This is an optimization exercise on Yosys and OpenROAD, whose aim is small area, a short achievable clock period and few clock cycles per item, not a production implementation. Function was checked by simulation only, so behaviour that the tests miss may differ from the original.

Setup of red:
==> module alu, before the edit <==
module alu (
    input  logic                Clock,
    input  logic                rstN,
    input  datapathPkg::aluOp_t opSelect,
    input  logic                start,
    input  datapathPkg::word_t  a,
    input  datapathPkg::word_t  b,
    output datapathPkg::dword_t result,
    output logic                finished
);
    localparam int W  = 32;
    localparam int K  = 8;         
    localparam int L  = W / K;                 
    localparam int CW = (L > 2) ? $clog2(L) : 1;
    typedef struct packed {
        logic engLo;     
        logic engHi;     
        logic andOp;
        logic orOp;
        logic mul;
    } kind_t;
    logic                isAdd, isSub, isAnd, isOr, isMul, isShl, isShr;
    kind_t               kind;
    logic                subReg;                
    logic [CW-1:0]       stepsLeft;             
    datapathPkg::word_t  aReg;                  
    datapathPkg::word_t  bReg;                  
    datapathPkg::word_t  acc;                   
    logic [W+K-1:0]      engSum;
    logic [4:0]          shAmt;
    logic                shrBits;               
    logic [K-1:0]        chunkNext;
    datapathPkg::word_t  aShl;
    datapathPkg::word_t  aShr;
    datapathPkg::word_t  aNext;
    datapathPkg::word_t  lowResult;
    assign isAdd = (opSelect == datapathPkg::opAdd);
    assign isSub = (opSelect == datapathPkg::opSub);
    assign isAnd = (opSelect == datapathPkg::opAnd);
    assign isOr  = (opSelect == datapathPkg::opOr);
    assign isMul = (opSelect == datapathPkg::opMul);
    assign isShl = (opSelect == datapathPkg::opShl);
    assign isShr = (opSelect == datapathPkg::opShr);
    assign shAmt   = b[4:0];
    assign shrBits = (shAmt[2:0] != 3'd0);
    assign aShl    = a << {shAmt[4:3], 3'b000};
    assign aShr    = a >> {shAmt[4:3], 3'b000};
    always_comb begin
        aNext = a;
        if (isShl) begin
            aNext = aShl;
        end else if (isShr) begin
            aNext = aShr;
        end
    end
    always_comb begin
        chunkNext = b[K-1:0];
        if (isShl) begin
            chunkNext = K'(1) << shAmt[2:0];
        end else if (isShr) begin
            chunkNext = shrBits ? K'(1) << (4'd8 - {1'b0, shAmt[2:0]}) : K'(1);
        end else if (isAdd || isSub) begin
            chunkNext = K'(1);
        end
    end
    mulEngine u_engine (
        .a     (aReg),
        .chunk (bReg[K-1:0]),
        .acc   (acc),
        .cin   (subReg),
        .sum   (engSum)
    );
    always_ff @(posedge Clock or negedge rstN) begin
        if (!rstN) begin
            kind      <= '0;
            stepsLeft <= '0;
            finished  <= 1'b0;
        end else begin
            finished <= 1'b0;
            if (start) begin
                kind.engLo <= isAdd | isSub | isShl | (isShr & ~shrBits);
                kind.engHi <= isShr & shrBits;
                kind.andOp <= isAnd;
                kind.orOp  <= isOr;
                kind.mul   <= isMul;
                if (isMul && L > 1) begin
                    stepsLeft <= CW'(L - 1);
                end else begin
                    finished <= 1'b1;
                end
            end else if (stepsLeft != '0) begin
                stepsLeft <= stepsLeft - 1'b1;
                if (stepsLeft == CW'(1)) begin
                    finished <= 1'b1;
                end
            end
        end
    end
    logic               chunkLoad;
    logic [K-1:0]       chunkIn;
    assign chunkLoad = start | (stepsLeft != '0);
    assign chunkIn   = start ? chunkNext : bReg[2*K-1:K];
    always_ff @(posedge Clock or negedge rstN) begin
        if (!rstN) begin
            aReg        <= '0;
            bReg[K-1:0] <= '0;
        end else begin
            if (start) begin
                aReg <= aNext;
            end
            if (chunkLoad) begin
                bReg[K-1:0] <= chunkIn;
            end
        end
    end
    always_ff @(posedge Clock) begin
        if (start) begin
            bReg[W-1:K] <= b[W-1:K];
            acc         <= (b ^ {W{isSub}}) & {W{isAdd | isSub}};
            subReg      <= isSub;
        end else if (stepsLeft != '0) begin
            acc         <= engSum[W+K-1:K];
            bReg[W-1:K] <= {engSum[K-1:0], bReg[W-1:2*K]};
        end
    end
    assign lowResult = ({W{kind.engLo}} & engSum[W-1:0])
                     | ({W{kind.engHi}} & engSum[W+K-1:K])
                     | ({W{kind.andOp}} & (aReg & bReg))
                     | ({W{kind.orOp}}  & (aReg | bReg));
    always_comb begin
        if (kind.mul) begin
            result = {engSum, bReg[W-1:K]};
        end else begin
            result = {{W{1'b0}}, lowResult};
        end
    end
endmodule
export LEC_CHECK = 0
export CAP_MARGIN = 20
export CORE_MARGIN = 2
export CORE_UTILIZATION = 40
export SETUP_SLACK_MARGIN = 1.5
export SLEW_MARGIN = 20
create_clock -name core_clock -period 7.0 [get_ports {Clock}]
run.sh (not shown) runs the stock make flow with config.mk's settings and CLKGATE_MAP_FILE= SYNTH_SCRIPT=/design/flow/synth_recipe.tcl, a recipe that flattens the netlist after the stock synthesis.
Testbench counts of red, summed over its fixed seeds: cycles 30,800, ops 6,400.
#### Input delta (blue over red)
diff --git a/flow/design.v b/flow/design.v
--- a/flow/design.v
+++ b/flow/design.v
@@ -291,37 +291,21 @@
                 if (stepsLeft == CW'(1)) begin
                     finished <= 1'b1;
                 end
             end
         end
     end
-    logic               chunkLoad;
-    logic [K-1:0]       chunkIn;
-    assign chunkLoad = start | (stepsLeft != '0);
-    assign chunkIn   = start ? chunkNext : bReg[2*K-1:K];
-    always_ff @(posedge Clock or negedge rstN) begin
-        if (!rstN) begin
-            aReg        <= '0;
-            bReg[K-1:0] <= '0;
-        end else begin
-            if (start) begin
-                aReg <= aNext;
-            end
-            if (chunkLoad) begin
-                bReg[K-1:0] <= chunkIn;
-            end
-        end
-    end
     always_ff @(posedge Clock) begin
         if (start) begin
-            bReg[W-1:K] <= b[W-1:K];
-            acc         <= (b ^ {W{isSub}}) & {W{isAdd | isSub}};
-            subReg      <= isSub;
+            aReg   <= aNext;
+            bReg   <= {b[W-1:K], chunkNext};
+            acc    <= (b ^ {W{isSub}}) & {W{isAdd | isSub}};
+            subReg <= isSub;
         end else if (stepsLeft != '0) begin
-            acc         <= engSum[W+K-1:K];
-            bReg[W-1:K] <= {engSum[K-1:0], bReg[W-1:2*K]};
+            acc  <= engSum[W+K-1:K];
+            bReg <= {engSum[K-1:0], bReg[W-1:K]};
         end
     end
     assign lowResult = ({W{kind.engLo}} & engSum[W-1:0])
                      | ({W{kind.engHi}} & engSum[W+K-1:K])
                      | ({W{kind.andOp}} & (aReg & bReg))
                      | ({W{kind.orOp}}  & (aReg | bReg));
## What came out
Compared with red, in blue hold slack up 13 ps; total die area -0.36%; sequential cell area in the final layout grew by 0.61%.
Any difference in longest individual stage delay on the worst path between red and blue is small enough to ignore.
Summed area of non-filler cells in the final layout: red vs blue, no meaningful difference
The run showing the smaller achievable frequency is blue.
After detailed routing, red needs more wire than blue.
Testbench counts of blue, summed over its fixed seeds: cycles 30,800, ops 6,400.

## what the ideal ports hide
How much do the figures lean on ideal ports? The routed layouts below were timed once more, with nothing changed but the port constraints.
Step 1 sets driving cells, clkbuf_16 on the clock port and buf_2 on the other inputs (assumed; they add their load-dependent delay and slew).
Step 2 moves the port delays by t, midway between the first and last clock arrival at a register: inputs arrive t later, outputs are due t later. That takes back most of the time a late clock gives input paths.
a / b / c = no drivers / after step 1 / after step 2; a / b = the first two.
run | shift t [ns] | setup WS [ns] | hold WS [ns] | latest minus earliest clock arrival (ns) | pins driven straight from the clock port
red | 0.718 | 1.524 / 1.513 / 1.472 | 0.459 / 0.459 / 0.459 | 0.029 / 0.029 | 1
blue | 0.726 | 1.447 / 1.447 / 1.447 | 0.472 / 0.472 / 0.472 | 0.021 / 0.021 | 1
After both steps setup and hold are still met in every run listed. The setup slack of red, which loses most, moves by -0.011 ns with the drivers and by -0.052 ns with both steps.
